Background: an optimization exercise with open tools, aiming at small area. Do not read the settings as production practice. Function was checked by simulation only, so behaviour that the tests miss may differ from the original. Power is estimated from default activity; no workload was simulated.

File: flow/config.mk
export PLATFORM = sky130hd
export DESIGN_NAME = cpu_gregs_mp
export DESIGN_NICKNAME = cpu_gregs_mp
export VERILOG_FILES = /design/flow/design.v
export SDC_FILE = /design/flow/constraint.sdc
export NUM_CORES = 8
export LEC_CHECK = 0
export CAP_MARGIN = 20
export CORE_MARGIN = 2
export CORE_UTILIZATION = 40
export SLEW_MARGIN = 20
File: flow/constraint.sdc
create_clock -name core_clock -period 5.0 [get_ports {clk}]
set_input_delay 1.0000 -clock core_clock [delete_from_list [all_inputs] [get_ports {clk}]]
set_output_delay 1.0000 -clock core_clock [all_outputs]
set_load 0.01 [all_outputs]
File: flow/design.v
package cpu_gregs_mp_pkg;
    localparam int unsigned CPU_XLEN          = 32;
    localparam int unsigned CPU_GREG_COUNT    = 32;
    localparam int unsigned CPU_GREGIDX_WIDTH = 5;
    localparam int unsigned CPU_GREG_NREAD    = 2;
    localparam int unsigned CPU_GREG_NWRITE   = 2;
    function automatic bit is_pow2(input int unsigned v);
        is_pow2 = (v != 0) && ((v & (v - 1)) == 0);
    endfunction
endpackage
module cpu_gregs_wsel
#(
    parameter int unsigned XLEN   = cpu_gregs_mp_pkg::CPU_XLEN,
    parameter int unsigned IDXW   = cpu_gregs_mp_pkg::CPU_GREGIDX_WIDTH,
    parameter int unsigned NWRITE = cpu_gregs_mp_pkg::CPU_GREG_NWRITE
) (
    input  logic [IDXW-1:0]        idx_i,
    input  logic                   cur_busy_i,
    input  logic [NWRITE-1:0]      rd_wen_i,
    input  logic [NWRITE*IDXW-1:0] rd_idx_i,
    input  logic [NWRITE*XLEN-1:0] rd_dat_i,
    input  logic                   mark_en_i,
    input  logic [IDXW-1:0]        mark_idx_i,
    input  logic                   flush_i,
    output logic                   hit_o,
    output logic [XLEN-1:0]        dat_o,
    output logic                   busy_o
);
    always_comb begin
        hit_o = 1'b0;
        dat_o = '0;
        for (int unsigned j = 0; j < NWRITE; j++) begin
            if (rd_wen_i[j] && (rd_idx_i[j*IDXW +: IDXW] == idx_i) && (idx_i != '0)) begin
                hit_o = 1'b1;
                dat_o = rd_dat_i[j*XLEN +: XLEN];
            end
        end
        busy_o = cur_busy_i & ~hit_o;
        if (mark_en_i && (mark_idx_i == idx_i)) begin
            busy_o = 1'b1;
        end
        if (flush_i || (idx_i == '0)) begin
            busy_o = 1'b0;
        end
    end
endmodule
module cpu_gregs_mp
#(
    parameter int unsigned XLEN      = cpu_gregs_mp_pkg::CPU_XLEN,
    parameter int unsigned REG_COUNT = cpu_gregs_mp_pkg::CPU_GREG_COUNT,
    parameter int unsigned IDXW      = cpu_gregs_mp_pkg::CPU_GREGIDX_WIDTH,
    parameter int unsigned NREAD     = cpu_gregs_mp_pkg::CPU_GREG_NREAD,
    parameter int unsigned NWRITE    = cpu_gregs_mp_pkg::CPU_GREG_NWRITE
) (
    input  logic                   clk,
    input  logic                   rst_n,
    input  logic [NREAD*IDXW-1:0]  rs_idx,
    output logic [NREAD*XLEN-1:0]  rs_dat,
    output logic [NREAD-1:0]       rs_busy,
    input  logic [NWRITE-1:0]      rd_wen,
    input  logic [NWRITE*IDXW-1:0] rd_idx,
    input  logic [NWRITE*XLEN-1:0] rd_dat,
    input  logic                   mark_en,
    input  logic [IDXW-1:0]        mark_idx,
    input  logic                   flush
);
    if (REG_COUNT < 2 || !cpu_gregs_mp_pkg::is_pow2(REG_COUNT)) begin : g_bad_count
        $error("cpu_gregs_mp: REG_COUNT must be a power of two >= 2");
    end
    if (IDXW != $clog2(REG_COUNT)) begin : g_bad_idxw
        $error("cpu_gregs_mp: IDXW must equal log2(REG_COUNT)");
    end
    if (NREAD < 1 || NREAD > 4) begin : g_bad_nread
        $error("cpu_gregs_mp: NREAD must be in 1..4");
    end
    if (NWRITE < 1 || NWRITE > 2) begin : g_bad_nwrite
        $error("cpu_gregs_mp: NWRITE must be in 1..2");
    end
    logic [XLEN-1:0]       regs_q [REG_COUNT];
    logic [REG_COUNT-1:0]  busy_q, busy_d;
    logic [REG_COUNT-1:0]  wr_hit;
    logic [XLEN-1:0]       wr_dat [REG_COUNT];
    logic [NREAD*XLEN-1:0] rs_dat_q, rs_dat_d;
    logic [NREAD-1:0]      rs_busy_q, rs_busy_d;
    for (genvar r = 0; r < REG_COUNT; r++) begin : g_reg
        cpu_gregs_wsel #(
            .XLEN   (XLEN),
            .IDXW   (IDXW),
            .NWRITE (NWRITE)
        ) u_wsel (
            .idx_i      (IDXW'(r)),
            .cur_busy_i (busy_q[r]),
            .rd_wen_i   (rd_wen),
            .rd_idx_i   (rd_idx),
            .rd_dat_i   (rd_dat),
            .mark_en_i  (mark_en),
            .mark_idx_i (mark_idx),
            .flush_i    (flush),
            .hit_o      (wr_hit[r]),
            .dat_o      (wr_dat[r]),
            .busy_o     (busy_d[r])
        );
    end
    for (genvar k = 0; k < NREAD; k++) begin : g_rd
        logic [IDXW-1:0] idx;
        logic            hit;
        logic [XLEN-1:0] wdat;
        assign idx = rs_idx[k*IDXW +: IDXW];
        cpu_gregs_wsel #(
            .XLEN   (XLEN),
            .IDXW   (IDXW),
            .NWRITE (NWRITE)
        ) u_wsel (
            .idx_i      (idx),
            .cur_busy_i (busy_q[idx]),
            .rd_wen_i   (rd_wen),
            .rd_idx_i   (rd_idx),
            .rd_dat_i   (rd_dat),
            .mark_en_i  (mark_en),
            .mark_idx_i (mark_idx),
            .flush_i    (flush),
            .hit_o      (hit),
            .dat_o      (wdat),
            .busy_o     (rs_busy_d[k])
        );
        assign rs_dat_d[k*XLEN +: XLEN] = hit ? wdat : regs_q[idx];
    end
    always_ff @(posedge clk or negedge rst_n) begin
        if (!rst_n) begin
            for (int unsigned r = 0; r < REG_COUNT; r++) begin
                regs_q[r] <= '0;
            end
            busy_q    <= '0;
            rs_dat_q  <= '0;
            rs_busy_q <= '0;
        end else begin
            for (int unsigned r = 0; r < REG_COUNT; r++) begin
                if (wr_hit[r]) begin
                    regs_q[r] <= wr_dat[r];
                end
            end
            busy_q    <= busy_d;
            rs_dat_q  <= rs_dat_d;
            rs_busy_q <= rs_busy_d;
        end
    end
    assign rs_dat  = rs_dat_q;
    assign rs_busy = rs_busy_q;
endmodule
File: flow/run.sh
#!/bin/bash
# synth_recipe.tcl (not shown) runs the flow's synth.tcl, then flattens the netlist and writes it again
# the make line also repeats each setting of config.mk as NAME=value (left out here)
make -C /OpenROAD-flow-scripts/flow DESIGN_CONFIG=/design/flow/config.mk WORK_HOME=/design/flow/orfs CLKGATE_MAP_FILE= SYNTH_SCRIPT=/design/flow/synth_recipe.tcl finish
==> run summary <==
## logic make-up after synthesis
logic type	after synthesis	synth area share, %
XOR/XNOR	30	0.399
multiplexers	1139	17.6
flip-flops	1089	41.4
AO/OA/AOI/OAI	2040	19.5
buffers and inverters	867	5.82
AND/OR/NAND/NOR	2110	15.3
## placed cells by master (no fill, tap or decap), types with 74 or more instances in the layout
cell / count
a2111oi_0: 74
a21oi_1: 841
a22oi_1: 600
and3_1: 277
buf_4: 407
clkbuf_16: 142
clkdlybuf4s50_1: 147
dfrtp_1: 1089
diode_2: 100
mux2i_1: 1104
nand2_1: 327
nand3_1: 140
nand4_1: 117
nor2_1: 834
o21ai_0: 261
## registers in the layout, indices dropped and copies added (netlist names)
signal and flops:
rs_dat_q 64, regs_q 992, rs_busy_q 2, busy_q 31
## cell type report
cell class,instances,area (sq um)
fill,15400,86200
clock buffer,189,3960
clock inverter,58,900
sequential,1089,27300
antenna,100,250
timing repair buffer,636,6130
tap,2175,2720
inverter,9,33.8
multi-input combinational,5319,35700
## power by group through the flow
stage	logic, mW	registers [mW]	clock network, mW
CTS	5.83	13.9	11.0
floorplan	3.66	12.6	0
detailed placement	5.83	14.0	0
global placement	5.67	14.0	0
global route	6.44	14.2	11.3
finish	6.11	14.3	11.1
## stage by stage
stage | hold WS [ns] | worst slack (ns)
6_report | 0.271 | 0.994
5_1_grt | 0.323 | 1.33
4_1_cts | 0.268 | 1.52
3_5_place_dp | 0.562 | 0.672
3_3_place_gp | 0.550 | 0.677
2_1_floorplan | 0.508 | 2.28
## worst max path at each step
stage / start / endpoint
floorplan: rs_idx[8] / rs_dat_q[63]$_DFF_PN0_
global placement: rs_idx[2] / rs_dat_q[1]$_DFF_PN0_
detailed placement: rs_idx[2] / rs_dat_q[1]$_DFF_PN0_
CTS: rs_idx[2] / rs_dat_q[1]$_DFF_PN0_
global route: rs_idx[2] / rs_dat_q[1]$_DFF_PN0_
finish: rs_idx[2] / rs_dat_q[1]$_DFF_PN0_
## per-layer routing
| metal | up-vias | track usage (%) | part of all wire [%] |
|---|---|---|---|
| met5 | - | 1.58 | 0.10 |
| met4 | 43 | 39.0 | 10 |
| met3 | 2802 | 28.6 | 18 |
| met2 | 8464 | 64.7 | 37 |
| met1 | 34900 | 62.7 | 35 |
| li1 | 26600 | - | - |
==> impl_metrics.toml <==
[place]
dp_hpwl_um = 282000
place_area_sq_um = 71700
dp_cells = 9223
io_buffers = 160
routabilityCongestion = 1.12

[worst_hold_path]
worstHoldPathType = "input port to asynchronous set/reset pin"

[routing]
drt_iter0_drc = 17500
drt-vias-per-instance = 7.60
routed_wl_um = 444000
vias = 72700
drt_first_pass_iters = 14
drtAntennaViolNets = 0
drc = 0
routedWlPerCell_um = 46.3

[setup_path]
path_delay_family = "simple AND/OR/NAND/NOR gates"
path_max_fanout = 25
r2r_setup_slack_ns = 2.60
worstPathCellList = "buf_2 -> buf_4 -> nand3b_2 -> nor2_4 -> buf_4 -> a22oi_1 -> nand3_1 -> nor4_1 -> o21ai_0"
reg2reg_depth = 6
r2r-start = "regs_q[11][24]$_DFFE_PN0P_"
critical_path_depth = 9
cpPeakStageDelay_ns = 0.88
startpoint_type = "input port"
crit_buf_inv = 3
arrival_ns = 4.65
worst_path_most_repeated_cell = "buf_4"
path_class = "input port to flop"
worstPathRequired_ns = 5.65
r2r_end = "rs_dat_q[24]$_DFF_PN0_"
crit_path_top_delay_cell = "nor2_4"
endpoint_kind = "flop"

[synthesis]
synth-seq-area-share_pct = 41.4
postSynth.asyncResetShare_pct = 100
ys_top_cells_by_area = "dfrtp_1 41%, mux2i_1 17%, a22oi_1 6.8%"
synthFlopType = "dfrtp_1"
ys_types = 77
yosys_warnings = 5
synth.top_cell.area_share_pct = 41.4
synth_most_common_cell = "mux2i_1"
syn_inst = 7275
synthesis.nets = 7370
ys_seq_elements = 1089
syn_area_sq_um = 65800
synth_edf_count = 0
yosys.area.top_type = "dfrtp_1"
syn_avg_cell_area_sq_um = 9.05
synth_common_cells = "1,104 x mux2i_1, 1,089 x dfrtp_1, 874 x nor2_1"

[clocking]
cts_buffers = 139
clock_latency_ns = 0.87
cts_resized = 0
cts_hold_buf = 0
ctsHtreeMaxLevel = 4
clk_transition_reported_paths_ns = 0.06
root_buffer = "clkbuf_16"
tritoncts = "yes"
cts_setup_buffers = 0
clk_path_buf_depth = 3
clock-sinks = 1089

[power]
swShare_pct = 35.6
p_switching_mw = 11.2
p_comb_share_pct = 19.4
p_seq_share_pct = 45.3
p_leak_nw = 34.1
p_int_mw = 20.3
ir_drop_v = 0.000376
power_frac_clock_pct = 35.3
p_per_area_nw_per_um2 = 409
p_total_mw = 31.5

[die]
die-area_sq_um = 168000
fp.coreArea_sq_um = 163000
ios = 161
rows = 148
fp.dieH_um = 410
start_util_pct = 40.4
die_x_um = 410

[final_layout]
finalNonFillerCells = 9575
fin_area_sq_um = 77000
nets = 7289
areaGrowthSynthToFinish_pct = 16.9
post-route-util_pct = 47.2
final_layout_size_suffix_gt1_share_pct = 12.8

[sta]
setup_viol = 0
min_period_ns = 4.01
slew_viol_final = 0
fin_skew_ns = 0.0478
rsz0062_at_grt = "no"
final-hold-violation-count = 0
max_freq_ghz = 0.250
min_period_over_period_pct = 80.1
maxSlewHeadroom_pct = 7.43
tightest_slew_ns = 1.39
fin_setup_tns_ns = 0

[job]
max_cap_viol_count = 0

[grt]
track_usage_pct = 51.0
antenna_found_initial = 77
grt-ovfl-total = 0
grt_pass1_vias = 63900
grt_max_degree = 123
grt_first_pass_wirelength_um = 584000

[run_status]
status = "timing/DRC/antenna clean"

## static timing again, ports no longer ideal
The results above use ideal ports. As a check the final layout listed here was re-extracted and re-timed, cells and wires unchanged.
Step 1 (the two cells are an assumption about what drives the block):
set clk [get_ports {clk}]
set_driving_cell -lib_cell sky130_fd_sc_hd__clkbuf_16 $clk
set_driving_cell -lib_cell sky130_fd_sc_hd__buf_2 [delete_from_list [all_inputs] $clk]
Step 2 moves the port delays by t, midway between the first and last clock arrival at a register: inputs arrive t later, outputs are due t later. That takes back most of the time a late clock gives input paths.
Three values: ideal, step 1, step 2; two values: the first two.
t (ns): 0.940
slack for setup (ns): 0.994 / 1.065 / 0.125
cell pins on the clock port's net: 1
After both steps setup and hold are still met in this run. The setup slack of this run moves by +0.071 ns with the drivers and by -0.869 ns with both steps.
